This is an optimization exercise on Yosys and OpenROAD, whose aim is small area, a short achievable clock period and few clock cycles, not a production implementation. Function was checked by simulation only, so behaviour that the tests miss may differ from the original. No activity file was given, so power comes from the tool's default toggle rates.

==> flow/config.mk <==
export PLATFORM = sky130hd
export DESIGN_NAME = tree_preorder_first_greater
export DESIGN_NICKNAME = tree_preorder_first_greater
export VERILOG_FILES = /design/flow/design.v
export SDC_FILE = /design/flow/constraint.sdc
export NUM_CORES = 4
export LEC_CHECK = 0
export CAP_MARGIN = 20
export CORE_MARGIN = 2
export CORE_UTILIZATION = 40
export SETUP_SLACK_MARGIN = 5
export SLEW_MARGIN = 20
export SYNTH_MEMORY_MAX_BITS = 16384
export TNS_END_PERCENT = 10
==> flow/constraint.sdc <==
create_clock -name core_clock -period 10.0 [get_ports {clk}]
set_input_delay 2.0000 -clock core_clock [delete_from_list [all_inputs] [get_ports {clk}]]
set_output_delay 2.0000 -clock core_clock [all_outputs]
set_load 0.01 [all_outputs]
==> flow/design.v <==
`default_nettype none
package tpfg_pkg;
	localparam int NODE_COUNT_DEF   = 128;
	localparam int MAX_CHILDREN_DEF = 5;
	localparam int OP_W   = 2;
	localparam int NODE_W = 7;
	typedef enum logic [OP_W-1:0] {
		OP_CLEAR = 2'd0,
		OP_ADD   = 2'd1,
		OP_QUERY = 2'd2
	} opcode_t;
endpackage
`default_nettype wire
`default_nettype none
module tpfg_store #(
	parameter int NODE_COUNT   = tpfg_pkg::NODE_COUNT_DEF,
	parameter int MAX_CHILDREN = tpfg_pkg::MAX_CHILDREN_DEF,
	parameter int IDX_W        = $clog2(NODE_COUNT),
	parameter int CNT_W        = $clog2(MAX_CHILDREN + 1)
) (
	input  wire logic                                     clk,
	input  wire logic                                     arst_n,
	input  wire logic                                     clr,
	input  wire logic                                     we,
	input  wire logic [NODE_COUNT/16-1:0]                 wnode_hi,
	input  wire logic [15:0]                              wnode_lo,
	input  wire logic [MAX_CHILDREN-1:0]                  wslot,
	input  wire logic [CNT_W-1:0]                         wcnt,
	input  wire logic [tpfg_pkg::NODE_W-1:0]              wdata,
	input  wire logic [IDX_W-1:0]                         rnode,
	output logic      [CNT_W-1:0]                         rcnt,
	output logic      [MAX_CHILDREN*tpfg_pkg::NODE_W-1:0] rrow,
	input  wire logic [IDX_W-1:0]                         pnode,
	output logic      [CNT_W-1:0]                         pcnt
);
	localparam int NODE_W = tpfg_pkg::NODE_W;
	localparam int ROW_W  = MAX_CHILDREN * NODE_W;
	logic [CNT_W-1:0] count_q [NODE_COUNT];
	logic [ROW_W-1:0] row_q   [NODE_COUNT];
	for (genvar n = 0; n < NODE_COUNT; n++) begin : g_node
		always_ff @(posedge clk or negedge arst_n) begin
			if (!arst_n) begin
				count_q[n] <= '0;
			end else if (clr) begin
				count_q[n] <= '0;
			end else if (we && wnode_hi[n / 16] && wnode_lo[n % 16]) begin
				count_q[n] <= wcnt;
			end
		end
		for (genvar s = 0; s < MAX_CHILDREN; s++) begin : g_slot
			always_ff @(posedge clk) begin
				if (we && wnode_hi[n / 16] && wnode_lo[n % 16] && wslot[s]) begin
					row_q[n][s*NODE_W +: NODE_W] <= wdata;
				end
			end
		end
	end
	assign rcnt = count_q[rnode];
	assign rrow = row_q[rnode];
	assign pcnt = count_q[pnode];
endmodule
`default_nettype wire
`default_nettype none
module tree_preorder_first_greater #(
	parameter int NODE_COUNT   = tpfg_pkg::NODE_COUNT_DEF,
	parameter int MAX_CHILDREN = tpfg_pkg::MAX_CHILDREN_DEF
) (
	input  wire logic                        clk,
	input  wire logic                        arst_n,
	input  wire logic                        in_valid,
	output logic                             in_ready,
	input  wire logic [tpfg_pkg::OP_W-1:0]   opcode,
	input  wire logic [tpfg_pkg::NODE_W-1:0] parent_node,
	input  wire logic [tpfg_pkg::NODE_W-1:0] child_node,
	input  wire logic                        last_edge,
	input  wire logic [tpfg_pkg::NODE_W-1:0] start_node,
	output logic                             out_valid,
	input  wire logic                        out_ready,
	output logic                             found,
	output logic      [tpfg_pkg::NODE_W-1:0] result_node,
	output logic                             overflow
);
	localparam int NODE_W = tpfg_pkg::NODE_W;
	localparam int IDX_W  = $clog2(NODE_COUNT);
	localparam int SP_W   = $clog2(NODE_COUNT + 1);
	localparam int CNT_W  = $clog2(MAX_CHILDREN + 1);
	localparam int K      = 5;                  
	localparam int NB     = 8;                  
	localparam int BW     = 3;                  
	localparam int NR     = NODE_COUNT / NB;    
	localparam int RW     = IDX_W - BW;         
	localparam int HW     = SP_W - BW;          
	function automatic logic [K-1:0] tab_ge(input logic [K-1:0] v);
		case (v)
			5'd0: tab_ge = 5'b00000;
			5'd1: tab_ge = 5'b00001;
			5'd2: tab_ge = 5'b00001;
			5'd3: tab_ge = 5'b00011;
			5'd4: tab_ge = 5'b00001;
			5'd5: tab_ge = 5'b00011;
			5'd6: tab_ge = 5'b00011;
			5'd7: tab_ge = 5'b00111;
			5'd8: tab_ge = 5'b00001;
			5'd9: tab_ge = 5'b00011;
			5'd10: tab_ge = 5'b00011;
			5'd11: tab_ge = 5'b00111;
			5'd12: tab_ge = 5'b00011;
			5'd13: tab_ge = 5'b00111;
			5'd14: tab_ge = 5'b00111;
			5'd15: tab_ge = 5'b01111;
			5'd16: tab_ge = 5'b00001;
			5'd17: tab_ge = 5'b00011;
			5'd18: tab_ge = 5'b00011;
			5'd19: tab_ge = 5'b00111;
			5'd20: tab_ge = 5'b00011;
			5'd21: tab_ge = 5'b00111;
			5'd22: tab_ge = 5'b00111;
			5'd23: tab_ge = 5'b01111;
			5'd24: tab_ge = 5'b00011;
			5'd25: tab_ge = 5'b00111;
			5'd26: tab_ge = 5'b00111;
			5'd27: tab_ge = 5'b01111;
			5'd28: tab_ge = 5'b00111;
			5'd29: tab_ge = 5'b01111;
			5'd30: tab_ge = 5'b01111;
			5'd31: tab_ge = 5'b11111;
			default: tab_ge = '0;
		endcase
	endfunction
	function automatic logic [K*K-1:0] tab_rank(input logic [K-1:0] v);
		case (v)
			5'd0: tab_rank = 25'b0000000000000000000000000;
			5'd1: tab_rank = 25'b0000000000000000000000001;
			5'd2: tab_rank = 25'b0000000000000000000100000;
			5'd3: tab_rank = 25'b0000000000000000000100010;
			5'd4: tab_rank = 25'b0000000000000010000000000;
			5'd5: tab_rank = 25'b0000000000000010000000010;
			5'd6: tab_rank = 25'b0000000000000010001000000;
			5'd7: tab_rank = 25'b0000000000000010001000100;
			5'd8: tab_rank = 25'b0000000001000000000000000;
			5'd9: tab_rank = 25'b0000000001000000000000010;
			5'd10: tab_rank = 25'b0000000001000000001000000;
			5'd11: tab_rank = 25'b0000000001000000001000100;
			5'd12: tab_rank = 25'b0000000001000100000000000;
			5'd13: tab_rank = 25'b0000000001000100000000100;
			5'd14: tab_rank = 25'b0000000001000100010000000;
			5'd15: tab_rank = 25'b0000000001000100010001000;
			5'd16: tab_rank = 25'b0000100000000000000000000;
			5'd17: tab_rank = 25'b0000100000000000000000010;
			5'd18: tab_rank = 25'b0000100000000000001000000;
			5'd19: tab_rank = 25'b0000100000000000001000100;
			5'd20: tab_rank = 25'b0000100000000100000000000;
			5'd21: tab_rank = 25'b0000100000000100000000100;
			5'd22: tab_rank = 25'b0000100000000100010000000;
			5'd23: tab_rank = 25'b0000100000000100010001000;
			5'd24: tab_rank = 25'b0000100010000000000000000;
			5'd25: tab_rank = 25'b0000100010000000000000100;
			5'd26: tab_rank = 25'b0000100010000000010000000;
			5'd27: tab_rank = 25'b0000100010000000010001000;
			5'd28: tab_rank = 25'b0000100010001000000000000;
			5'd29: tab_rank = 25'b0000100010001000000001000;
			5'd30: tab_rank = 25'b0000100010001000100000000;
			5'd31: tab_rank = 25'b0000100010001000100010000;
			default: tab_rank = '0;
		endcase
	endfunction
	function automatic logic [HW-1:0] dec_h(input logic [HW-1:0] v);
		case (v)
			5'd0: dec_h = 5'd31;
			5'd1: dec_h = 5'd0;
			5'd2: dec_h = 5'd1;
			5'd3: dec_h = 5'd2;
			5'd4: dec_h = 5'd3;
			5'd5: dec_h = 5'd4;
			5'd6: dec_h = 5'd5;
			5'd7: dec_h = 5'd6;
			5'd8: dec_h = 5'd7;
			5'd9: dec_h = 5'd8;
			5'd10: dec_h = 5'd9;
			5'd11: dec_h = 5'd10;
			5'd12: dec_h = 5'd11;
			5'd13: dec_h = 5'd12;
			5'd14: dec_h = 5'd13;
			5'd15: dec_h = 5'd14;
			5'd16: dec_h = 5'd15;
			5'd17: dec_h = 5'd16;
			5'd18: dec_h = 5'd17;
			5'd19: dec_h = 5'd18;
			5'd20: dec_h = 5'd19;
			5'd21: dec_h = 5'd20;
			5'd22: dec_h = 5'd21;
			5'd23: dec_h = 5'd22;
			5'd24: dec_h = 5'd23;
			5'd25: dec_h = 5'd24;
			5'd26: dec_h = 5'd25;
			5'd27: dec_h = 5'd26;
			5'd28: dec_h = 5'd27;
			5'd29: dec_h = 5'd28;
			5'd30: dec_h = 5'd29;
			5'd31: dec_h = 5'd30;
			default: dec_h = '0;
		endcase
	endfunction
	function automatic logic [HW-1:0] inc_h(input logic [HW-1:0] v);
		case (v)
			5'd0: inc_h = 5'd1;
			5'd1: inc_h = 5'd2;
			5'd2: inc_h = 5'd3;
			5'd3: inc_h = 5'd4;
			5'd4: inc_h = 5'd5;
			5'd5: inc_h = 5'd6;
			5'd6: inc_h = 5'd7;
			5'd7: inc_h = 5'd8;
			5'd8: inc_h = 5'd9;
			5'd9: inc_h = 5'd10;
			5'd10: inc_h = 5'd11;
			5'd11: inc_h = 5'd12;
			5'd12: inc_h = 5'd13;
			5'd13: inc_h = 5'd14;
			5'd14: inc_h = 5'd15;
			5'd15: inc_h = 5'd16;
			5'd16: inc_h = 5'd17;
			5'd17: inc_h = 5'd18;
			5'd18: inc_h = 5'd19;
			5'd19: inc_h = 5'd20;
			5'd20: inc_h = 5'd21;
			5'd21: inc_h = 5'd22;
			5'd22: inc_h = 5'd23;
			5'd23: inc_h = 5'd24;
			5'd24: inc_h = 5'd25;
			5'd25: inc_h = 5'd26;
			5'd26: inc_h = 5'd27;
			5'd27: inc_h = 5'd28;
			5'd28: inc_h = 5'd29;
			5'd29: inc_h = 5'd30;
			5'd30: inc_h = 5'd31;
			5'd31: inc_h = 5'd0;
			default: inc_h = '0;
		endcase
	endfunction
	function automatic logic gtf(input logic [tpfg_pkg::NODE_W-1:0] a,
		input logic [tpfg_pkg::NODE_W-1:0] b);
		logic eq;
		gtf = 1'b0;
		eq  = 1'b1;
		for (int i = tpfg_pkg::NODE_W - 1; i >= 0; i--) begin
			if (eq && a[i] && !b[i]) gtf = 1'b1;
			eq = eq && (a[i] == b[i]);
		end
	endfunction
	logic                      v0_q, v1_q, v2_q;
	logic [tpfg_pkg::OP_W-1:0] op0_q, op1_q, op2_q;
	logic [NODE_W-1:0]         a0_q, b0_q, a1_q, b1_q, a2_q, b2_q;
	logic [CNT_W-1:0]          cnt0_q;
	logic [NODE_COUNT/16-1:0]  a0hi_q;
	logic [15:0]               a0lo_q;
	logic [K-1:0]              slot0_q;          
	logic [CNT_W-1:0]          wcnt0_q;          
	logic                      full0_q;
	logic [NODE_W-1:0]         in_a, in_b;
	logic                      in_fire;
	logic              out_valid_q, skid_q;
	logic              found_q, ovf_q, skid_found_q, skid_ovf_q;
	logic [NODE_W-1:0] node_q, skid_node_q;
	logic                  bval_q;              
	logic                  drain_q;             
	logic [NODE_W-1:0]     x_q;
	logic [CNT_W-1:0]      cnt_q;
	logic                  leaf_q;              
	logic                  qry_q;               
	logic [K*NODE_W-1:0]   row_q;
	logic [NODE_W-1:0]     n_q;                 
	logic [NODE_COUNT-1:0] visited_q;
	logic [NODE_W-1:0]     stk_q [NB][NR];
	logic [NR-1:0]         sgt_q [NB];          
	logic [NR-1:0]         live_q [NB];         
	logic [NR-1:0]         kill_q [NB];         
	logic                  vclr_q;              
	logic [NODE_W-1:0]     tos_q;               
	logic                  tosv_q;              
	logic [SP_W-1:0]       sp_q;
	logic [NB-1:0]         spl_oh_q;            
	logic [NB-1:0]         below_q;             
	logic [HW-1:0]         sphm1_q, sphp1_q;    
	assign in_ready = !v2_q;
	assign in_fire  = in_valid && !v2_q;
	assign in_a     = (opcode == tpfg_pkg::OP_ADD) ? parent_node : start_node;
	assign in_b     = (opcode == tpfg_pkg::OP_ADD) ? child_node : start_node;
	logic eng_en, is_add, is_clr, is_qry, b_step;
	logic nf_stall;
	assign eng_en = !skid_q && !nf_stall;
	assign is_add = v0_q && (op0_q == tpfg_pkg::OP_ADD);
	assign is_clr = v0_q && (op0_q == tpfg_pkg::OP_CLEAR);
	assign is_qry = v0_q && (op0_q == tpfg_pkg::OP_QUERY);
	assign b_step = is_qry && bval_q;
	logic [NODE_W-1:0]   addr;
	logic                st_clr, st_we;
	logic [CNT_W-1:0]    rcnt, pcnt;
	logic [K*NODE_W-1:0] rrow;
	logic                full;
	logic a_step, rd_c0, rd_tos, rd_ahead;
	assign a_step   = qry_q && !bval_q;
	assign rd_c0    = qry_q && bval_q && !leaf_q;
	assign rd_tos   = qry_q && bval_q && leaf_q && tosv_q;
	assign rd_ahead = !a_step && !rd_c0 && !rd_tos;
	always_comb begin
		addr = '0;
		if (a_step)   addr = addr | n_q;
		if (rd_c0)    addr = addr | row_q[NODE_W-1:0];
		if (rd_tos)   addr = addr | tos_q;
		if (rd_ahead) addr = addr | a1_q;
	end
	tpfg_store #(
		.NODE_COUNT   (NODE_COUNT),
		.MAX_CHILDREN (MAX_CHILDREN),
		.IDX_W        (IDX_W),
		.CNT_W        (CNT_W)
	) u_store (
		.clk    (clk),
		.arst_n (arst_n),
		.clr    (st_clr),
		.we     (st_we),
		.wnode_hi (a0hi_q),
		.wnode_lo (a0lo_q),
		.wslot  (slot0_q),
		.wcnt   (wcnt0_q),
		.wdata  (b0_q),
		.rnode  (addr),
		.rcnt   (rcnt),
		.rrow   (rrow),
		.pnode  (a1_q),
		.pcnt   (pcnt)
	);
	assign full   = full0_q;
	assign st_clr = !skid_q && is_clr;
	assign st_we  = !skid_q && is_add && !full;
	logic [NODE_W-1:0] start;
	logic              visit;
	assign start = b0_q;
	assign visit = !drain_q;
	logic [HW-1:0] sp_h;
	assign sp_h = sp_q[SP_W-1:BW];
	logic         near_full;
	logic [K-1:0] room_oh;          
	always_comb begin
		for (int r = 0; r < K; r++) begin
			room_oh[r] = (sp_h == HW'(NR - 1)) && spl_oh_q[NB - 1 - r];
		end
		near_full = (room_oh != '0) || (sp_h == HW'(NR));
	end
	logic [NODE_W-1:0] c [K];
	logic [K-1:0]      ok, gt, en;
	logic [K-1:0]      ge;          
	logic [K*K-1:0]    rk;          
	for (genvar j = 0; j < K; j++) begin : g_child
		assign c[j]  = row_q[j*NODE_W +: NODE_W];
		assign en[j] = visit && (cnt_q > CNT_W'(j)) && (c[j] != x_q);
		assign ok[j] = en[j] && !(visited_q[c[j]] && !vclr_q);
		assign gt[j] = gtf(c[j], start);
	end
	assign ge = tab_ge(ok);
	assign rk = tab_rank(ok);
	logic          nfph_q;
	logic [K-1:0]  okr_q;
	logic [K-1:0]  ger;
	logic [K*K-1:0] rkr;
	logic lim, any_push;
	logic nf_more;                 
	always_comb begin
		nf_more = 1'b0;
		for (int r = 0; r < K - 1; r++) begin
			if (room_oh[r] && cnt_q > CNT_W'(r + 1)) nf_more = 1'b1;
		end
	end
	assign nf_stall = b_step && visit && nf_more && !nfph_q;
	assign ger = tab_ge(okr_q);
	assign rkr = tab_rank(okr_q);
	always_comb begin
		lim = 1'b0;
		for (int r = 0; r < K - 1; r++) begin
			if (room_oh[r] && ger[r + 1]) lim = 1'b1;
		end
		lim = lim && nfph_q;
	end
	assign any_push = ge[0] && (sp_h != HW'(NR));
	logic [K-1:0]    fsel, fsel_lim, first_ok;
	logic [K-1:0]    tsel;           
	logic [NODE_W:0] fwd;
	always_comb begin
		for (int j = 0; j < K; j++) begin
			first_ok[j] = ok[j];
			for (int i = 0; i < j; i++) begin
				if (ok[i]) first_ok[j] = 1'b0;
			end
			fsel_lim[j] = 1'b0;
			for (int r = 0; r < K; r++) begin
				if (room_oh[r] && rkr[j*K + r]) fsel_lim[j] = 1'b1;
			end
		end
		fsel = lim ? fsel_lim : first_ok;
		fwd = '0;
		for (int j = 0; j < K; j++) begin
			if (fsel[j]) fwd = fwd | {gt[j], c[j]};
		end
		for (int r = 0; r < K; r++) begin
			tsel[r] = lim ? room_oh[r] : (ge[r] && (r == K - 1 || !ge[r == K - 1 ? 0 : r + 1]));
		end
	end
	logic [NODE_W-1:0] rd [NB];
	logic [HW-1:0]     rsel [NB];
	logic [NB-1:0]     live_b, wgt_b;
	logic [NR-1:0]     alive_a [NB];   
	for (genvar b = 0; b < NB; b++) begin : g_win
		logic          valid;
		logic [NR-1:0] alive;
		assign rsel[b] = below_q[b] ? sp_h : sphm1_q;
		assign valid   = below_q[b] || (sp_h != '0);
		assign rd[b]   = stk_q[b][rsel[b][RW-1:0]];
		for (genvar r = 0; r < NR; r++) begin : g_alive
			assign alive[r] = live_q[b][r] && !(visit && kill_q[b][r]);
		end
		assign alive_a[b] = alive;
		assign live_b[b] = valid && alive[rsel[b][RW-1:0]];
		assign wgt_b[b]  = sgt_q[b][rsel[b][RW-1:0]];
	end
	logic [NB-1:0]   live_hi, live_lo, first_hi, first_lo, first_b;
	logic            any_live;
	logic [NODE_W:0] win;
	logic [SP_W-1:0] win_sp;
	always_comb begin
		live_hi = live_b & below_q;
		live_lo = live_b & ~below_q;
		for (int b = 0; b < NB; b++) begin
			first_hi[b] = live_hi[b];
			first_lo[b] = live_lo[b];
			for (int i = b + 1; i < NB; i++) begin
				if (live_hi[i]) first_hi[b] = 1'b0;
				if (live_lo[i]) first_lo[b] = 1'b0;
			end
		end
		first_b  = (live_hi != '0) ? first_hi : first_lo;
		any_live = (live_b != '0);
		win    = '0;
		win_sp = '0;
		for (int b = 0; b < NB; b++) begin
			if (first_b[b]) begin
				win    = win | {wgt_b[b], rd[b]};
				win_sp = win_sp | {rsel[b], BW'(b)};
			end
		end
	end
	logic [NB-1:0]     top_b, low_b;
	logic [NODE_W-1:0] tos_new;
	logic              tosv_new;
	logic              tos_gt;         
	always_comb begin
		for (int b = 0; b < NB; b++) begin
			top_b[b] = spl_oh_q[(b + 1) % NB];    
			low_b[b] = spl_oh_q[b];               
		end
		tos_new  = '0;
		tosv_new = 1'b0;
		tos_gt   = 1'b0;
		if (any_push) begin
			if (tsel[0]) begin
				for (int b = 0; b < NB; b++) begin
					if (top_b[b]) tos_new = tos_new | rd[b];
					if (top_b[b]) tos_gt = tos_gt | wgt_b[b];
				end
				tosv_new = (sp_q != '0);
			end else begin
				for (int j = 0; j < K; j++) begin
					for (int r = 0; r < K - 1; r++) begin
						if (tsel[r + 1] && rk[j*K + r]) tos_new = tos_new | c[j];
						if (tsel[r + 1] && rk[j*K + r]) tos_gt = tos_gt | gt[j];
					end
				end
				tosv_new = 1'b1;
			end
		end else if (any_live) begin
			for (int b = 0; b < NB; b++) begin
				if (first_b[(b + 1) % NB]) tos_new = tos_new | rd[b];
				if (first_b[(b + 1) % NB]) tos_gt = tos_gt | wgt_b[b];
			end
			tosv_new = ((first_b & low_b) == '0) && (win_sp != '0);
		end
	end
	logic tos_hit;
	assign tos_hit = rd_tos && !any_push && any_live && ((first_b & top_b) != '0);
	logic [NR-1:0]   row_live, row_first;
	logic            any_row;
	logic [HW-1:0]   row_top;        
	always_comb begin
		for (int r = 0; r < NR; r++) begin
			row_live[r] = 1'b0;
			for (int b = 0; b < NB; b++) begin
				if (alive_a[b][r]) row_live[r] = 1'b1;
			end
			row_live[r] = row_live[r] && (HW'(r) < sp_h);
		end
		for (int r = 0; r < NR; r++) begin
			row_first[r] = row_live[r];
			for (int i = r + 1; i < NR; i++) begin
				if (row_live[i]) row_first[r] = 1'b0;
			end
		end
		any_row = (row_live != '0);
		row_top = '0;
		for (int r = 0; r < NR; r++) begin
			if (row_first[r]) row_top = row_top | HW'(r + 1);
		end
	end
	logic [SP_W-1:0] sp_new;
	logic [NB-1:0]   spl_new, below_new;
	logic [HW-1:0]   hm1_new, hp1_new;
	logic [SP_W-1:0] sp_cand [K];
	always_comb begin
		for (int r = 0; r < K; r++) begin
			sp_cand[r] = sp_q + SP_W'(r);
		end
		sp_new    = '0;
		spl_new   = '0;
		below_new = '0;
		hm1_new   = '0;
		hp1_new   = '0;
		if (any_push) begin
			for (int r = 0; r < K; r++) begin
				if (tsel[r]) begin
					sp_new    = sp_new | sp_cand[r];
					spl_new   = spl_new | (NB'(1) << sp_cand[r][BW-1:0]);
					below_new = below_new | NB'((NB'(1) << sp_cand[r][BW-1:0]) - 1'b1);
					hm1_new   = hm1_new | dec_h(sp_cand[r][SP_W-1:BW]);
					hp1_new   = hp1_new | inc_h(sp_cand[r][SP_W-1:BW]);
				end
			end
		end else if (any_live) begin
			for (int b = 0; b < NB; b++) begin
				if (first_b[b]) begin
					sp_new    = sp_new | {rsel[b], BW'(b)};
					spl_new   = spl_new | (NB'(1) << b);
					below_new = below_new | NB'((NB'(1) << b) - 1);
					hm1_new   = hm1_new | dec_h(rsel[b]);
					hp1_new   = hp1_new | inc_h(rsel[b]);
				end
			end
		end else begin
			spl_new = NB'(1);
			for (int r = 0; r < NR; r++) begin
				if (row_first[r]) begin
					sp_new  = sp_new | {HW'(r + 1), BW'(0)};
					hm1_new = hm1_new | HW'(r);
					hp1_new = hp1_new | HW'(r + 2);
				end
			end
		end
	end
	logic [NODE_W:0] nxt;
	logic            q_found, q_empty, q_drain, q_hit, done0;
	assign nxt     = any_push ? fwd : win;
	assign q_found = any_push ? fwd[NODE_W] : (any_live && win[NODE_W]);
	assign q_empty = !any_push && !any_live && !any_row;
	assign q_drain = !any_push && !any_live && any_row;
	assign q_hit   = fsel[0] && any_push;
	assign done0   = !is_qry || (bval_q && (q_found || q_empty));
	logic slot0_free;
	assign slot0_free = !v0_q || (eng_en && done0);
	logic              res_found, res_ovf;
	logic [NODE_W-1:0] res_node;
	assign res_found = is_qry && q_found;
	assign res_node  = (is_qry && q_found) ? nxt[NODE_W-1:0] : '0;
	assign res_ovf   = is_add && full;
	for (genvar b = 0; b < NB; b++) begin : g_bank
		logic [K-1:0]      rb_oh;
		logic [HW-1:0]     wsel;
		logic              fit;
		logic [K-1:0]      bsel;
		logic              web;
		logic [NODE_W-1:0] db;
		logic              gb;
		logic              kb;           
		assign wsel = below_q[b] ? sphp1_q : sp_h;
		assign fit  = (wsel < HW'(NR));
		always_comb begin
			for (int r = 0; r < K; r++) begin
				rb_oh[r] = spl_oh_q[(b - r + NB) % NB];
			end
			for (int j = 0; j < K; j++) begin
				bsel[j] = 1'b0;
				for (int r = 0; r < K; r++) begin
					if (rb_oh[r] && rk[j*K + r]) bsel[j] = 1'b1;
				end
			end
			db = '0;
			gb = 1'b0;
			kb = 1'b0;
			for (int j = 0; j < K; j++) begin
				if (bsel[j]) db = db | c[j];
				if (bsel[j]) gb = gb | gt[j];
				if (bsel[j] && c[j] == addr) kb = 1'b1;
			end
		end
		assign web = eng_en && b_step && fit && (bsel != '0);
		for (genvar r = 0; r < NR; r++) begin : g_row
			always_ff @(posedge clk) begin
				if (web && wsel[RW-1:0] == RW'(r)) begin
					stk_q[b][r] <= db;
					sgt_q[b][r] <= gb;
				end
				if (eng_en && b_step) begin
					live_q[b][r] <= (web && wsel[RW-1:0] == RW'(r)) || alive_a[b][r];
				end
				if (eng_en) begin
					kill_q[b][r] <= (web && wsel[RW-1:0] == RW'(r)) ? kb : (stk_q[b][r] == addr);
				end
			end
		end
	end
	logic load1_in, load2_in, shift;
	assign shift    = slot0_free;
	assign load1_in = in_fire && (shift ? !v2_q : !v1_q);
	assign load2_in = in_fire && !load1_in;
	logic [CNT_W-1:0] cnt1;
	always_comb begin
		cnt1 = pcnt;
		if (!skid_q && is_clr) begin
			cnt1 = '0;
		end else if (!skid_q && is_add && !full && a0_q == a1_q) begin
			cnt1 = CNT_W'(cnt0_q + 1'b1);
		end
	end
	always_ff @(posedge clk or negedge arst_n) begin
		if (!arst_n) begin
			v0_q        <= 1'b0;
			v1_q        <= 1'b0;
			v2_q        <= 1'b0;
			qry_q       <= 1'b0;
			nfph_q      <= 1'b0;
			vclr_q      <= 1'b1;
			bval_q      <= 1'b0;
			drain_q     <= 1'b0;
			out_valid_q <= 1'b0;
			skid_q      <= 1'b0;
		end else begin
			if (shift) begin
				v0_q <= v1_q;
				v1_q <= v2_q || load1_in;
				v2_q <= load2_in;
			end else begin
				v1_q <= v1_q || load1_in;
				v2_q <= v2_q || load2_in;
			end
			if (slot0_free) begin
				qry_q   <= v1_q && (op1_q == tpfg_pkg::OP_QUERY);
			end
			if (!skid_q) begin
				nfph_q  <= nf_stall;
			end
			if (slot0_free) begin
				vclr_q  <= 1'b1;
			end else if (eng_en) begin
				vclr_q  <= 1'b0;
			end
			if (slot0_free) begin
				bval_q  <= eng_en && rd_ahead && v1_q && (op1_q == tpfg_pkg::OP_QUERY) &&
					!is_clr && !(is_add && !full && a0_q == a1_q);
				drain_q <= 1'b0;
			end else if (eng_en) begin
				if (is_qry) begin
					bval_q  <= !bval_q || q_hit || q_drain || tos_hit;
					drain_q <= bval_q && q_drain;
				end
			end
			if (!out_valid_q || out_ready) begin
				if (skid_q) begin
					out_valid_q <= 1'b1;
					skid_q      <= 1'b0;
				end else begin
					out_valid_q <= v0_q && eng_en && done0;
				end
			end else if (v0_q && eng_en && done0) begin
				skid_q <= 1'b1;
			end
		end
	end
	always_ff @(posedge clk) begin
		if (shift) begin
			op0_q   <= op1_q;
			a0_q    <= a1_q;
			b0_q    <= b1_q;
			cnt0_q  <= cnt1;
			for (int i = 0; i < NODE_COUNT / 16; i++) begin
				a0hi_q[i] <= (a1_q[IDX_W-1:4] == (IDX_W-4)'(i));
			end
			for (int i = 0; i < 16; i++) begin
				a0lo_q[i] <= (a1_q[3:0] == 4'(i));
			end
			for (int j = 0; j < K; j++) begin
				slot0_q[j] <= (cnt1 == CNT_W'(j));
			end
			wcnt0_q <= CNT_W'(cnt1 + 1'b1);
			full0_q <= (cnt1 == CNT_W'(K));
		end
		if (shift ? (v2_q || load1_in) : load1_in) begin
			op1_q <= (shift && v2_q) ? op2_q : opcode;
			a1_q  <= (shift && v2_q) ? a2_q : in_a;
			b1_q  <= (shift && v2_q) ? b2_q : in_b;
		end
		if (load2_in) begin
			op2_q <= opcode;
			a2_q  <= in_a;
			b2_q  <= in_b;
		end
		if (!skid_q) begin
			okr_q  <= ok;
		end
		if (slot0_free) begin
			n_q <= a1_q;
		end else if (eng_en && b_step) begin
			n_q <= nxt[NODE_W-1:0];
		end
		if (slot0_free) begin
			tosv_q <= 1'b0;
		end else if (eng_en && b_step) begin
			tos_q  <= tos_new;
			tosv_q <= tosv_new && !tos_gt;
		end
		if (eng_en) begin
			x_q    <= addr;
			cnt_q  <= rcnt;
			leaf_q <= (rcnt == '0);
			row_q  <= rrow;
		end
		if (slot0_free) begin
			sp_q      <= '0;
			spl_oh_q  <= NB'(1);
			below_q   <= '0;
			sphm1_q   <= dec_h('0);
			sphp1_q   <= inc_h('0);
		end else if (eng_en) begin
			if (b_step) begin
				sp_q     <= sp_new;
				spl_oh_q <= spl_new;
				below_q  <= below_new;
				sphm1_q  <= hm1_new;
				sphp1_q  <= hp1_new;
			end
		end
		if (eng_en) begin
			for (int i = 0; i < NODE_COUNT; i++) begin
				visited_q[i] <= (visited_q[i] && !vclr_q) || (b_step && visit && x_q == IDX_W'(i));
			end
		end
		if (!out_valid_q || out_ready) begin
			if (skid_q) begin
				found_q <= skid_found_q;
				node_q  <= skid_node_q;
				ovf_q   <= skid_ovf_q;
			end else begin
				found_q <= res_found;
				node_q  <= res_node;
				ovf_q   <= res_ovf;
			end
		end else if (!skid_q) begin
			skid_found_q <= res_found;
			skid_node_q  <= res_node;
			skid_ovf_q   <= res_ovf;
		end
	end
	assign out_valid   = out_valid_q;
	assign found       = found_q;
	assign result_node = node_q;
	assign overflow    = ovf_q;
endmodule
`default_nettype wire
==> flow/run.sh <==
#!/bin/bash
# synth_recipe.tcl (not shown) runs the flow's synth.tcl, then flattens the netlist and writes it again
# the make line also repeats each setting of config.mk as NAME=value (left out here)
make -C /OpenROAD-flow-scripts/flow DESIGN_CONFIG=/design/flow/config.mk WORK_HOME=/design/flow/orfs CLKGATE_MAP_FILE= SYNTH_SCRIPT=/design/flow/synth_recipe.tcl finish
==> results of run 1 <==
worst max-delay path: stages, from the launching register on:
cell	delay (ns)
sky130_fd_sc_hd__dfrtp_2	0.46
sky130_fd_sc_hd__nand2_2	0.14
sky130_fd_sc_hd__nor2_4	0.05
sky130_fd_sc_hd__buf_4	0.16
sky130_fd_sc_hd__a222oi_1	0.37
sky130_fd_sc_hd__buf_4	0.20
sky130_fd_sc_hd__and2_4	0.16
sky130_fd_sc_hd__buf_16	0.24
sky130_fd_sc_hd__clkinv_16	0.17
sky130_fd_sc_hd__nor2_4	0.34
sky130_fd_sc_hd__nand2_4	0.23
sky130_fd_sc_hd__nor2_4	0.45
sky130_fd_sc_hd__buf_4	0.63
sky130_fd_sc_hd__a22o_1	0.23
sky130_fd_sc_hd__a221oi_1	0.05
sky130_fd_sc_hd__nand4_1	0.47
sky130_fd_sc_hd__nor4_2	0.12
sky130_fd_sc_hd__a31oi_2	0.65
per-layer routing:
layer | up-vias | GRT usage (%) | wire length [microns] | part of all wire (%)
met5 | - | 0.333 | 545 | 0.036
met4 | 60 | 33.4 | 162000 | 11
met3 | 6914 | 16.6 | 245000 | 16
met2 | 26300 | 56.5 | 612000 | 40
met1 | 114000 | 49.5 | 499000 | 33
li1 | 82300 | - | - | -
how the worst min path moves through the flow:
stage               startpoint       to  slack (ns)  depth (start not counted)
global placement       b1_q[5]  b0_q[5]        0.41                          0
global route           b1_q[5]  b0_q[5]        0.42                          0
floorplan              b1_q[0]  b0_q[0]        0.40                          0
detailed placement     b1_q[5]  b0_q[5]        0.41                          0
CTS                    b1_q[5]  b0_q[5]        0.42                          0
finish                 b1_q[5]  b0_q[5]        0.42                          0
registers in the layout, summed over array words and instances, names as in the netlist, 8 cells and up, named ones only:
register and count:
u_store.row_q 4480, kill_q 128, a0lo_q 16, below_q 8, live_q 128, a0hi_q 8
row_q 35, u_store.count_q 384, spl_oh_q 8, visited_q 128, sgt_q 128, sp_q 8
rkr 15, stk_q 896
metrics by stage:
step	cell area (sq um)	hold WS, ns	utilization, %	TNS (ns)	std cells
after global routing	333000	0.422	47.6	0	30600
final	333000	0.415	47.7	0	30800
after global placement	297000	0.409	42.5	0	28500
after detailed placement	297000	0.405	42.5	0	28500
after CTS	327000	0.417	46.8	0	30200
after floorplan	282000	0.400	-	-699.65	19900
where the power goes:
part	internal [mW]	switching (mW)	leakage (nW)
sequential	35.7	2.23	61.7
combinational	11.5	30.9	37.2
clock	14.0	11.5	10.6
total	61.2	44.7	109
cells in the mapped netlist (all sizes together) (207+ instances only):
cell,count,area share [%]
nand3,650,1.2
nand4,596,1.3
and3,681,1.5
o22ai,237,0.53
a21oi,659,1.2
nor2,606,0.81
nor4,276,0.62
clkbuf,1283,1.7
xnor2,986,3.1
a22oi,1189,3.2
a221oi,909,2.9
a22o,951,3.0
mux2i,322,1.1
edfxtp,6055,65
a222oi,207,0.74
buf,345,0.51
nand2,1152,1.5
o21ai,396,0.71
inv,397,0.53
dfrtp,393,3.5
cell families (layout without fill, tap and decap cells):
group           after synthesis  after routing  share of synthesized area (%)
fa+ha+maj                   119            119                          0.513
mux                         525            525                           2.48
flops                      6511           6511                           68.7
xor+xnor                   1004           1004                           3.13
compound gates             5297           5297                           14.4
other cells                   0            220                              0
simple gates               4400           4419                           7.96
buf+inv                    2043           3405                           2.78
area by class of cell:
cell class / instances / area, sq um / area share [%]
antenna: 220 / 551 / 0.165
clock buffer: 854 / 18000 / 5.41
clock inverter: 376 / 3790 / 1.14
inverter: 415 / 1810 / 0.542
multi-input combinational: 11400 / 87200 / 26.1
sequential: 6511 / 193000 / 57.9
tap: 9270 / 11600 / 3.48
timing repair buffer: 1754 / 17400 / 5.23
timing repair inverter: 6 / 63.8 / 0.0191
cells in the final DEF (no fill, tap or decap), drive strengths merged, types with 276 or more instances in the layout:
cell	netlist	routed
edfxtp	6055	6055
buf	345	1698
xnor2	986	986
a21oi	659	659
inv	397	392
clkinv	18	308
and3	681	683
dfrtp	393	393
nor2	606	620
clkbuf	1283	872
nand3	650	650
mux2i	322	322
nand4	596	596
o21ai	396	396
nor4	276	276
a221oi	909	909
nand2	1152	1153
a22o	951	951
a22oi	1189	1189
timing repair:
| action | 4_1_cts | 5_1_grt |
|---|---|---|
| setup buffers | 457 | 284 |
| gates resized for setup | 799 | 410 |
| gates cloned | 19 | 30 |
| hold buffers | 0 | 0 |
| setup endpoints to repair | 2588 | 2365 |
| pin swaps | 218 | 169 |
| endpoints found under the hold margin | 0 | 0 |
==> notes.md, run 1 <==
The wire length of the first global-routing pass is 1,940,000 microns. The count of TritonRoute iterations in the first routing pass came out at 15. The count of antenna-violating nets left after detailed routing came out at 2. The total overflow left after global routing is 0. TritonCTS built the clock tree. The sequential share of the synthesized area is 68.7%.

The total power consumption of the routed design is 106 mW. The worst setup slack after placement is 2.21 ns. The number of fill cells in the layout is 60,200. The total of warnings raised by yosys came out at 13. The number of distinct library cells after synthesis is 114. The total half-perimeter wirelength after legalization and detailed placement is 986,000 microns. Averaged over all synthesized cells, the footprint is 14.1 sq um. The relative slew slack came out at -1.62%. Entering global routing, the biggest net connects 200 pins. The critical path start-end classification is flop to flop. The number of input and output port buffers inserted is 37. The number of remaining DRC errors came out at 0.

The number of buffers on the longest clock path is 4. The worst min-delay path category is flop to flop. The top flip-flop cell by instance count after synthesis is sky130_fd_sc_hd__edfxtp_1.

The number of global-route vias before repair was 201,000. The root buffer cell chosen for the clock tree is sky130_fd_sc_hd__clkbuf_16. The smallest clock period supported by the final layout is computed as 5.49 ns.

The post-detailed-route wirelength per cell is 49.3 microns. The net count reported at finish is 20,900. The area of the mapped netlist came out at 281,000 sq um. The initial antenna violation count is 154. The run finished, with violations left.

After synthesis the netlist holds a flip-flop and latch count of 6,511. The relative area change from synthesis to final layout came out at 18.7%. For the pin with the worst max-slew slack, the measured transition is 1.52 ns. The number of sinks handled by clock tree synthesis is 6,511. The die is 842 microns tall. The net count after synthesis came out at 20,000. Tracing the worst setup path back leads to its startpoint at bval_q.

The destination of the critical timing path is row_q[20]. Counting flops with a built-in enable in the synthesized netlist gives 6,055. After synthesis, the share of flip-flops with an asynchronous set or reset is 6.05%. The data required time at the worst endpoint is 10.85 ns.

The startpoint identified for the worst register-to-register timing path is bval_q. At the worst endpoint, the arrival time is 6.34 ns. The maximum ir drop on the vdd rail is 0.252 mV. The number of CTS-inserted buffers came out at 680.

The deepest level of the CTS H-tree came out at 6. The die covers 709,000 sq um. The clock tree skew after final layout came out at 0.154 ns. For this run, the top clock speed supported by timing is 182 MHz. The weighted congestion at the end of routability-driven global placement is 1.07. The violated checks flagged are antenna violations, max-capacitance violations, max-slew violations.

For this design the ratio of total power to cell area is 317 nW/um^2. The max-cap violation count is 2. STA classifies the critical path startpoint as a flop. The routed wire length is 1,520,000 microns. The number of instances in the synthesized netlist came out at 19,900. The post-CTS clock slew at the launch and capture registers of the worst setup and hold paths is 0.06 ns. The worst setup path is captured at a flop. The final clock period utilization by the worst path came out at 54.9%. The die width came out at 842 microns. The setup slack of the most critical reg-to-reg path is 4.51 ns. Setup violations remaining at the end of the flow were counted as 0.

The worst register-to-register path ends at row_q[20]. The clock insertion delay at the later pin of the skew report is 1.23 ns. The standby leakage power is 109 nW. The final route contains 229,000 vias. The initial utilization of the core area, before any placement, comes to 40.2%. The overall fraction of global-route tracks in use is 40.7%.

The worst reg-to-reg path cell count came out at 17. The core area came out at 699,000 sq um. The starting DRC count in detailed routing came out at 52,200.

Setup repair after global routing could not meet its margin everywhere. The share of cells above drive strength 1 is 18.5%. The final number of max-transition violations came out at 17. The number of placed I/O pins came out at 39. The via count normalized by instance count came out at 7.45. The final hold violation count came to 0. The floorplan has 307 rows. The smallest setup slack after layout came out at 4.51 ns. In this run the worst path has a maximum fanout of 17.
Testbench counts, summed over its fixed seeds: cycles 21,488.
==> run 2, diff against run 1 <==
--- a/flow/config.mk
+++ b/flow/config.mk
@@ -7,7 +7,8 @@
 export LEC_CHECK = 0
-export CAP_MARGIN = 20
+export CAP_MARGIN = 40
 export CORE_MARGIN = 2
-export CORE_UTILIZATION = 40
+export CORE_UTILIZATION = 35
+export PLACE_DENSITY = 0.5
 export SETUP_SLACK_MARGIN = 5
-export SLEW_MARGIN = 20
+export SLEW_MARGIN = 60
 export SYNTH_MEMORY_MAX_BITS = 16384
==> run 2 against run 1 <==
  * The run now finishes clean
  * Critical path depth grew 4
  * Core utilization is 4.8 points lower
  * Clock-buffer cell count rose by 25
  * Synthesized cell count stayed put
  * Sequential share of layout area is 1.7 points lower
  * Non-clock buffer count is 349 higher
  * Wire length rose by 5.8%
  * Largest power group unchanged
==> notes.md, run 2 <==
The critical path start-end classification is flop to flop (unchanged). The number of buffers on the longest clock path is 4 (unchanged). The number of synthesized flops with an enable pin came out at 6,055 (unchanged).

The count of antenna-violating nets left after detailed routing was 0 (was 2). The number of fill cells in the layout was 72,500 (was 60,200). The sequential cell area came out at 193,000 sq um (about the same). The via count came out at 226,000 (was 229,000). The floorplan die area came out at 810,000 sq um (was 709,000 sq um). The final hold violation count came to 0 (unchanged). The net count after synthesis is 20,000 (unchanged).

The weighted congestion at the end of routability-driven global placement is 1.04 (was 1.07). The data required time at the worst endpoint came out at 11.01 ns (was 10.85 ns). The total of warnings raised by yosys is 13 (unchanged). Unrepaired setup endpoints after global routing: true (unchanged). The core area came to 801,000 sq um (was 699,000 sq um). Cell types with the highest counts after synthesis: sky130_fd_sc_hd__edfxtp_1 (6,055), sky130_fd_sc_hd__clkbuf_1 (1,278), sky130_fd_sc_hd__a22oi_1 (1,188) (unchanged). The endpoint arrival time on the critical path was 6.36 ns (was 6.34 ns). The number of input and output port buffers inserted is 37 (unchanged). The area of the multi-input gates came to 89,700 sq um (was 87,200 sq um). The main combinational cell family by area after synthesis is compound AO/OA/AOI/OAI gates (unchanged). The relative area change from synthesis to final layout came to 22.2% (was 18.7%). The detailed route wirelength on metal3 was 207,000 microns (was 245,000 microns). The number of rows in the core area was 329 (was 307).

The utilization of the core after routing is 42.9% (was 47.7%). The total half-perimeter wirelength after legalization and detailed placement came to 1,090,000 microns (was 986,000 microns). The final-layout setup total negative slack came to 0 ns (unchanged). The buffer cell driving the clock tree root is sky130_fd_sc_hd__clkbuf_16 (unchanged).

The worst min-delay path category is flop to flop (unchanged). Status: timing/DRC/antenna clean (was complete, but fails checks). The TritonCTS clock tree is built (unchanged). The post-CTS clock slew at the launch and capture registers of the worst setup and hold paths is 0.07 ns (was 0.06 ns).

The count of TritonRoute iterations in the first routing pass is 14 (was 15). The area share of and/or/nand/nor cells after synthesis is 7.96% (unchanged). The initial core utilization is 35.1% (was 40.2%). The share of cells above drive strength 1 came to 23.2% (was 18.5%). The number of sinks handled by clock tree synthesis came to 6,511 (unchanged). The worst setup slack after placement is 2.94 ns (was 2.21 ns).

The final clock period utilization by the worst path was 53.6% (was 54.9%). The smallest setup slack after layout was 4.64 ns (was 4.51 ns). The area of the mapped netlist is 281,000 sq um (unchanged). The fraction of registers with async set or reset after synthesis was 6.05% (unchanged). The clock tree skew after final layout was 0.145 ns (was 0.154 ns). The standby leakage power is 112 nW (was 109 nW).

The fmax was 187 MHz (was 182 MHz). The sequential share of the synthesized area is 68.7% (unchanged). The number of CTS-inserted buffers was 704 (was 680). The uppermost metal layer occupied by signal nets is met5 (unchanged). The post-placement cell area is 309,000 sq um (was 297,000 sq um).

The adder and majority gate portion of the synthesized area came out at 0.513% (unchanged). The routed metal-1 wirelength came out at 571,000 microns (was 499,000 microns). The fraction of post-synthesis cell area in the top cell type by area is 64.7% (unchanged). The cell area after layout came out at 343,000 sq um (was 333,000 sq um). The number of setup violations in the final report came out at 0 (unchanged). The via count normalized by instance count is 6.96 (was 7.45). The largest fanout on the critical path is 35 (was 17). The register with the most flip-flops is u_store.row_q (unchanged). The top cell type by total area after synthesis was sky130_fd_sc_hd__edfxtp_1 (unchanged).

The flip-flop and latch count after synthesis is 6,511 (unchanged). The sum of overflow across all layers after global routing came out at 0 (unchanged). Highest-count cells in the layout ignoring fill and taps: sky130_fd_sc_hd__edfxtp_1 (6,055), sky130_fd_sc_hd__a22oi_1 (1,160), sky130_fd_sc_hd__buf_4 (1,085), sky130_fd_sc_hd__nand2_1 (1,070), sky130_fd_sc_hd__xnor2_1 (974) (was sky130_fd_sc_hd__edfxtp_1 (6,055), sky130_fd_sc_hd__buf_4 (1,296), sky130_fd_sc_hd__a22oi_1 (1,170), sky130_fd_sc_hd__nand2_1 (1,087), sky130_fd_sc_hd__xnor2_1 (985)).

The top flip-flop cell by instance count after synthesis is sky130_fd_sc_hd__edfxtp_1 (unchanged). The cell with the most instances after synthesis is sky130_fd_sc_hd__edfxtp_1 (unchanged). The count of non-filler cells in the finished layout came to 32,400 (was 30,800). The initial antenna violation count came out at 158 (was 154). The number of instances in the synthesized netlist came out at 19,900 (unchanged). The starting DRC count in detailed routing came out at 47,000 (was 52,200). Largest cells by area after synthesis: sky130_fd_sc_hd__edfxtp_1 (65%), sky130_fd_sc_hd__dfrtp_1 (3.5%), sky130_fd_sc_hd__a22oi_1 (3.2%), sky130_fd_sc_hd__xnor2_1 (3.1%), sky130_fd_sc_hd__a22o_1 (3.0%) (unchanged). The flip-flop count of the largest register, all copies and words added is 4,480 (unchanged). The parity-gate share of the synthesized area counting xor and xnor cells is 3.13% (unchanged). The die width came out at 900 microns (was 842 microns). The maximum ir drop on the vdd rail is 0.298 mV (was 0.252 mV).

Registers with the most flip-flops: u_store.row_q x4480, stk_q x896, u_store.count_q x384 (unchanged). The post-detailed-route wirelength per cell came to 49.6 microns (was 49.3 microns). The kind of launch point of the worst setup path is a flop (unchanged). The net count reported at finish came out at 21,200 (was 20,900).

The max-cap violation count is 0 (was 2). The y dimension of the die is 900 microns (was 842 microns). The count of placed standard cells including taps was 30,300 (was 28,500). The number of global-route vias before repair is 203,000 (was 201,000). The time the worst path needs with I/O delays and setup came out at 5.36 ns (was 5.49 ns). The deepest level of the CTS H-tree is 6 (unchanged).

The power density over the cells is 316 nW/um^2 (was 317 nW/um^2). The final hold slack came out at 0.420 ns (was 0.415 ns). The count of hold buffers inserted by post-cts repair is 0 (unchanged). The routed wire length came out at 1,610,000 microns (was 1,520,000 microns).

The number of distinct library cells after synthesis came out at 114 (unchanged). The maximum number of pins on one net before global-route repair came out at 109 (was 200). The sum of met2 wire segment lengths after detailed routing was 677,000 microns (was 612,000 microns). The final number of max-transition violations came out at 0 (was 17).

The kind of end point of the critical path was a flop (unchanged). The share of the synthesized area in compound gates (AO/OA/AOI/OAI) came out at 14.4% (unchanged). The total power consumption of the routed design is 108 mW (was 106 mW). The overall fraction of global-route tracks in use came out at 37.9% (was 40.7%).

The leading cell type in the layout, fill and taps excluded is sky130_fd_sc_hd__edfxtp_1 (unchanged). The number of remaining DRC errors came out at 0 (unchanged). The portion of netlist area occupied by mux cells is 2.48% (unchanged). The synthesized area per cell is 14.1 sq um (unchanged). The relative slew slack is 44.5% (was -1.62%). The measured slew at the worst slew-check pin came out at 0.833 ns (was 1.52 ns). The clock insertion delay at the later pin of the skew report came out at 1.22 ns (was 1.23 ns). The number of placed I/O pins is 39 (unchanged).

The wire length of the first global-routing pass was 2,050,000 microns (was 1,940,000 microns).
[run 2: repair_timing]
item / CTS / global route
resized for setup: 644 / 275
cloned: 27 / 15
hold endpoints to repair: 0 / 0
endpoints found under the setup margin: 2541 / 2026
pin swaps: 233 / 115
buffers inserted: 415 / 185
[run 2: kinds of logic (layout without fill, tap and decap cells)]
group	count (synthesis)	after routing
AO/OA/AOI/OAI	5297	5297
XOR/XNOR	1004	1004
adder cells (fa/ha/maj)	119	119
buffers and inverters	2043	3780
flip-flops	6511	6511
multiplexers	525	525
other	0	162
AND/OR/NAND/NOR	4400	4416
[run 2: per-layer routing]
layer	vias up	GRT usage [%]
li1	83000	-
met1	116000	47.5
met2	21000	55.4
met5	-	0.194
met3	5349	11.6
met4	75	28.0
[run 2: worst max-delay path: stages, from the launching register on]
cell                       delay [ns]
sky130_fd_sc_hd__edfxtp_1        0.33
sky130_fd_sc_hd__buf_4           0.30
sky130_fd_sc_hd__buf_12          0.31
sky130_fd_sc_hd__mux2i_1         0.14
sky130_fd_sc_hd__a22oi_1         0.23
sky130_fd_sc_hd__a211oi_2        0.13
sky130_fd_sc_hd__o41ai_4         0.35
sky130_fd_sc_hd__buf_4           0.20
sky130_fd_sc_hd__a31oi_4         0.16
sky130_fd_sc_hd__a211oi_4        0.21
sky130_fd_sc_hd__buf_6           0.16
sky130_fd_sc_hd__nand4_1         0.28
sky130_fd_sc_hd__nand2_4         0.29
sky130_fd_sc_hd__nand3_2         0.12
sky130_fd_sc_hd__nand4b_1        0.48
sky130_fd_sc_hd__o31ai_4         0.25
sky130_fd_sc_hd__o21ai_1         0.14
sky130_fd_sc_hd__a22oi_2         0.33
sky130_fd_sc_hd__or2_4           0.22
sky130_fd_sc_hd__ha_4            0.16
sky130_fd_sc_hd__nand3_1         0.06
sky130_fd_sc_hd__a22o_1          0.21
[run 2: final timing paths]
check / slack [ns] / startpoint / depth (start not counted) / endpoint
worst max-delay path: 4.64 / row_q[32] / 21 / flop
worst min-delay path: 0.42 / b1_q[4] / 0 / b0_q[4]
worst max register to register: 4.64 / row_q[32] / 21 / flop
worst min register to register: 0.42 / b1_q[4] / 0 / b0_q[4]
max in group asynchronous: 7.65 / arst_n / 6 / u_store.count_q[46][1]
min in group asynchronous: 0.79 / arst_n / 2 / u_store.count_q[109][1]
[run 2: cell type report]
type / count / area share [%]
diodes: 162 / 0.118
clock buffers: 879 / 5.41
clock inverters: 379 / 1.00
inverters: 415 / 0.534
multi-input cells: 11400 / 26.1
flip-flops and latches: 6511 / 56.2
well taps: 10600 / 3.86
repair buffers: 2103 / 6.73
repair inverters: 4 / 0.0120
[run 2: report_power, final]
part / switching (mW) / internal (mW) / total (mW) / leakage, nW
Combinational: 31.9 / 12.9 / 44.7 / 39.8
Clock: 11.7 / 14.1 / 25.9 / 10.7
Sequential: 2.23 / 35.6 / 37.8 / 61.7

re-timing with driven ports:
No port has a modelled driver above. Below, the same layouts with a new extraction and two added sets of constraints.
Step 1 (the two cells are an assumption about what drives the block):
set clk [get_ports {clk}]
set_driving_cell -lib_cell sky130_fd_sc_hd__clkbuf_16 $clk
set_driving_cell -lib_cell sky130_fd_sc_hd__buf_2 [delete_from_list [all_inputs] $clk]
Step 2 moves the port delays by t, midway between the first and last clock arrival at a register: inputs arrive t later, outputs are due t later. That takes back most of the time a late clock gives input paths.
a / b / c = ideal ports / drivers / drivers and shift; a / b = the first two.
run | t (ns) | setup WS [ns] | pins driven straight from the clock port
run 1 | 1.348 | 4.507 / 4.507 / 4.507 | 1
run 2 | 1.327 | 4.643 / 4.643 / 4.643 | 1
